This is an optimization exercise on Yosys and OpenROAD, whose aim is small area, a short achievable clock period and few clock cycles per item, not a production implementation. No activity file was given, so power comes from the tool's default toggle rates.

==> flow/design.v <==
`timescale 1ns / 1ps
package scit_pkg;
	localparam int NUM_SECTORS = 256;
	localparam int IDX_W       = $clog2(NUM_SECTORS);
	localparam int CNT_W       = IDX_W;
	localparam int CMD_W    = 2;
	localparam int SECTOR_W = 8;
	localparam int ID_W     = 32;
	typedef logic [CMD_W-1:0] cmd_code_t;
	localparam cmd_code_t CMD_SET   = 2'd0;
	localparam cmd_code_t CMD_QUERY = 2'd1;
	localparam cmd_code_t CMD_INIT  = 2'd2;
endpackage
`timescale 1ns / 1ps
module scit_ctrl
(
	input  logic clk,
	input  logic arst_n,
	input  logic in_valid,
	output logic in_stall,
	output logic out_valid,
	input  logic out_stall,
	output logic load
);
	logic out_valid_q;
	assign in_stall  = out_valid_q && out_stall;
	assign load      = !in_stall;
	assign out_valid = out_valid_q;
	always_ff @(posedge clk or negedge arst_n) begin
		if (!arst_n)
			out_valid_q <= 1'b0;
		else
			out_valid_q <= in_valid || in_stall;
	end
endmodule
`timescale 1ns / 1ps
module scit_dp
(
	input  logic                          clk,
	input  logic                          arst_n,
	input  logic                          accept,
	input  logic                          load,
	input  logic                          cfg_we,
	input  logic [scit_pkg::ID_W-1:0]     cfg_wdata,
	input  logic [scit_pkg::CMD_W-1:0]    command,
	input  logic [scit_pkg::SECTOR_W-1:0] sector,
	input  logic [scit_pkg::ID_W-1:0]     change_id,
	output logic [scit_pkg::ID_W-1:0]     sector_id,
	output logic                          cleared,
	output logic                          all_done,
	output logic                          bad_sector
);
	localparam int NS = scit_pkg::NUM_SECTORS;
	logic [scit_pkg::ID_W-1:0]  min_id_q;
	logic [scit_pkg::ID_W-1:0]  cur_id_q;
	logic                       pend_v_q;
	logic [NS-1:0]              raw_q;
	logic [scit_pkg::CNT_W-1:0] cnt_q;
	logic                       hit_q;
	logic                       last_q;
	logic qflag_q;
	logic cleared_q;
	logic all_done_q;
	logic is_set, is_query, is_init;
	logic newer, same, init_ok;
	logic pend_s;
	logic set_all, clr_en, hit;
	logic [15:0] dec_hi, dec_lo;
	assign last_q = hit_q ? (cnt_q == scit_pkg::CNT_W'(2)) : (cnt_q == scit_pkg::CNT_W'(1));
	assign is_set   = (command == scit_pkg::CMD_SET);
	assign is_query = (command == scit_pkg::CMD_QUERY);
	assign is_init  = (command == scit_pkg::CMD_INIT);
	assign newer   = (change_id > cur_id_q);
	assign same    = (change_id == cur_id_q);
	assign init_ok = (cur_id_q <= min_id_q);
	assign pend_s  = pend_v_q && raw_q[sector];
	assign set_all = accept && is_set && newer;
	assign clr_en  = accept && is_set && (newer || same);
	assign hit     = is_set && same && pend_s;
	always_comb begin
		dec_hi = '0;
		dec_lo = '0;
		dec_hi[sector[7:4]] = clr_en;
		dec_lo[sector[3:0]] = 1'b1;
	end
	always_ff @(posedge clk) begin
		for (int i = 0; i < NS; i++)
			raw_q[i] <= (set_all || raw_q[i]) && !(dec_hi[i/16] && dec_lo[i%16]);
		if (set_all)
			cnt_q <= '1;
		else
			cnt_q <= cnt_q - scit_pkg::CNT_W'(hit_q);
		hit_q <= accept && hit;
		if (load) begin
			qflag_q    <= is_query && !pend_s;
			cleared_q  <= is_set && (newer || (same && pend_s));
			all_done_q <= hit && last_q;
		end
	end
	always_ff @(posedge clk or negedge arst_n) begin
		if (!arst_n) begin
			min_id_q <= '0;
			cur_id_q <= '0;
			pend_v_q <= 1'b0;
		end else begin
			if (cfg_we)
				min_id_q <= cfg_wdata;
			if (set_all) begin
				cur_id_q <= change_id;
				pend_v_q <= 1'b1;
			end else if (accept && is_init && init_ok) begin
				cur_id_q <= min_id_q;
				pend_v_q <= 1'b0;
			end
		end
	end
	assign sector_id  = qflag_q ? cur_id_q : '0;
	assign cleared    = cleared_q;
	assign all_done   = all_done_q;
	assign bad_sector = 1'b0;
endmodule
`timescale 1ns / 1ps
module sector_change_id_tracker
(
	input  logic                          clk,
	input  logic                          arst_n,
	input  logic                          cfg_we,
	input  logic [scit_pkg::ID_W-1:0]     cfg_wdata,
	input  logic                          in_valid,
	output logic                          in_stall,
	input  logic [scit_pkg::CMD_W-1:0]    command,
	input  logic [scit_pkg::SECTOR_W-1:0] sector,
	input  logic [scit_pkg::ID_W-1:0]     change_id,
	output logic                          out_valid,
	input  logic                          out_stall,
	output logic [scit_pkg::ID_W-1:0]     sector_id,
	output logic                          cleared,
	output logic                          all_done,
	output logic                          bad_sector
);
	logic load;
	scit_ctrl u_ctrl (
		.clk       (clk),
		.arst_n    (arst_n),
		.in_valid  (in_valid),
		.in_stall  (in_stall),
		.out_valid (out_valid),
		.out_stall (out_stall),
		.load      (load)
	);
	scit_dp u_dp (
		.clk        (clk),
		.arst_n     (arst_n),
		.accept     (in_valid && load),
		.load       (load),
		.cfg_we     (cfg_we),
		.cfg_wdata  (cfg_wdata),
		.command    (command),
		.sector     (sector),
		.change_id  (change_id),
		.sector_id  (sector_id),
		.cleared    (cleared),
		.all_done   (all_done),
		.bad_sector (bad_sector)
	);
endmodule
clock: 4.0 ns
lec_check: 0
cap_margin: 20
core_margin: 2
core_utilization: 55
setup_slack_margin: 1.0
slew_margin: 20
tns_end_percent: 0
run.sh (not shown) runs the stock make flow with config.mk's settings and CLKGATE_MAP_FILE= SYNTH_SCRIPT=/design/flow/synth_recipe.tcl, a recipe that flattens the netlist after the stock synthesis.
The starting point finished with timing, DRC and antenna clean.
Then changed:
- SETUP_SLACK_MARGIN: 1.0 -> 1.8
The changed run ran to the end with no violations.
Power grows by 3.6%.
Sequential share of layout area drops by 1.8 points.
Routed wire length increases by 6.0%.
Final area is higher by 5.0%.
No functional check of the RTL was part of any run of this note.

what the ideal ports hide:
The results above use ideal ports. As a check the final layouts listed here were re-extracted and re-timed, cells and wires unchanged.
Step 1 (the two cells are an assumption about what drives the block):
set clk [get_ports {clk}]
set_driving_cell -lib_cell sky130_fd_sc_hd__clkbuf_16 $clk
set_driving_cell -lib_cell sky130_fd_sc_hd__buf_2 [delete_from_list [all_inputs] $clk]
Step 2 times the ports against the registers' clock, not the clock port: input delays grow and output delays shrink by t, the midpoint of the rising clock arrivals with the driver on.
a / b / c = no drivers / after step 1 / after step 2; a / b = the first two.
| run | t (ns) | setup slack, ns | latest minus earliest clock arrival (ns) | worst slew at a driven data input, ns |
|---|---|---|---|---|
| the first run | 0.578 | 0.956 / 0.974 / 0.396 | 0.026 / 0.026 | 0.06 |
| the second run | 0.590 | 1.245 / 1.096 / 0.506 | 0.040 / 0.040 | 0.22 |
After both steps setup and hold are still met in every run listed. For the second run, which loses most, drivers alone change the setup slack by -0.149 ns; drivers and shift together by -0.739 ns.
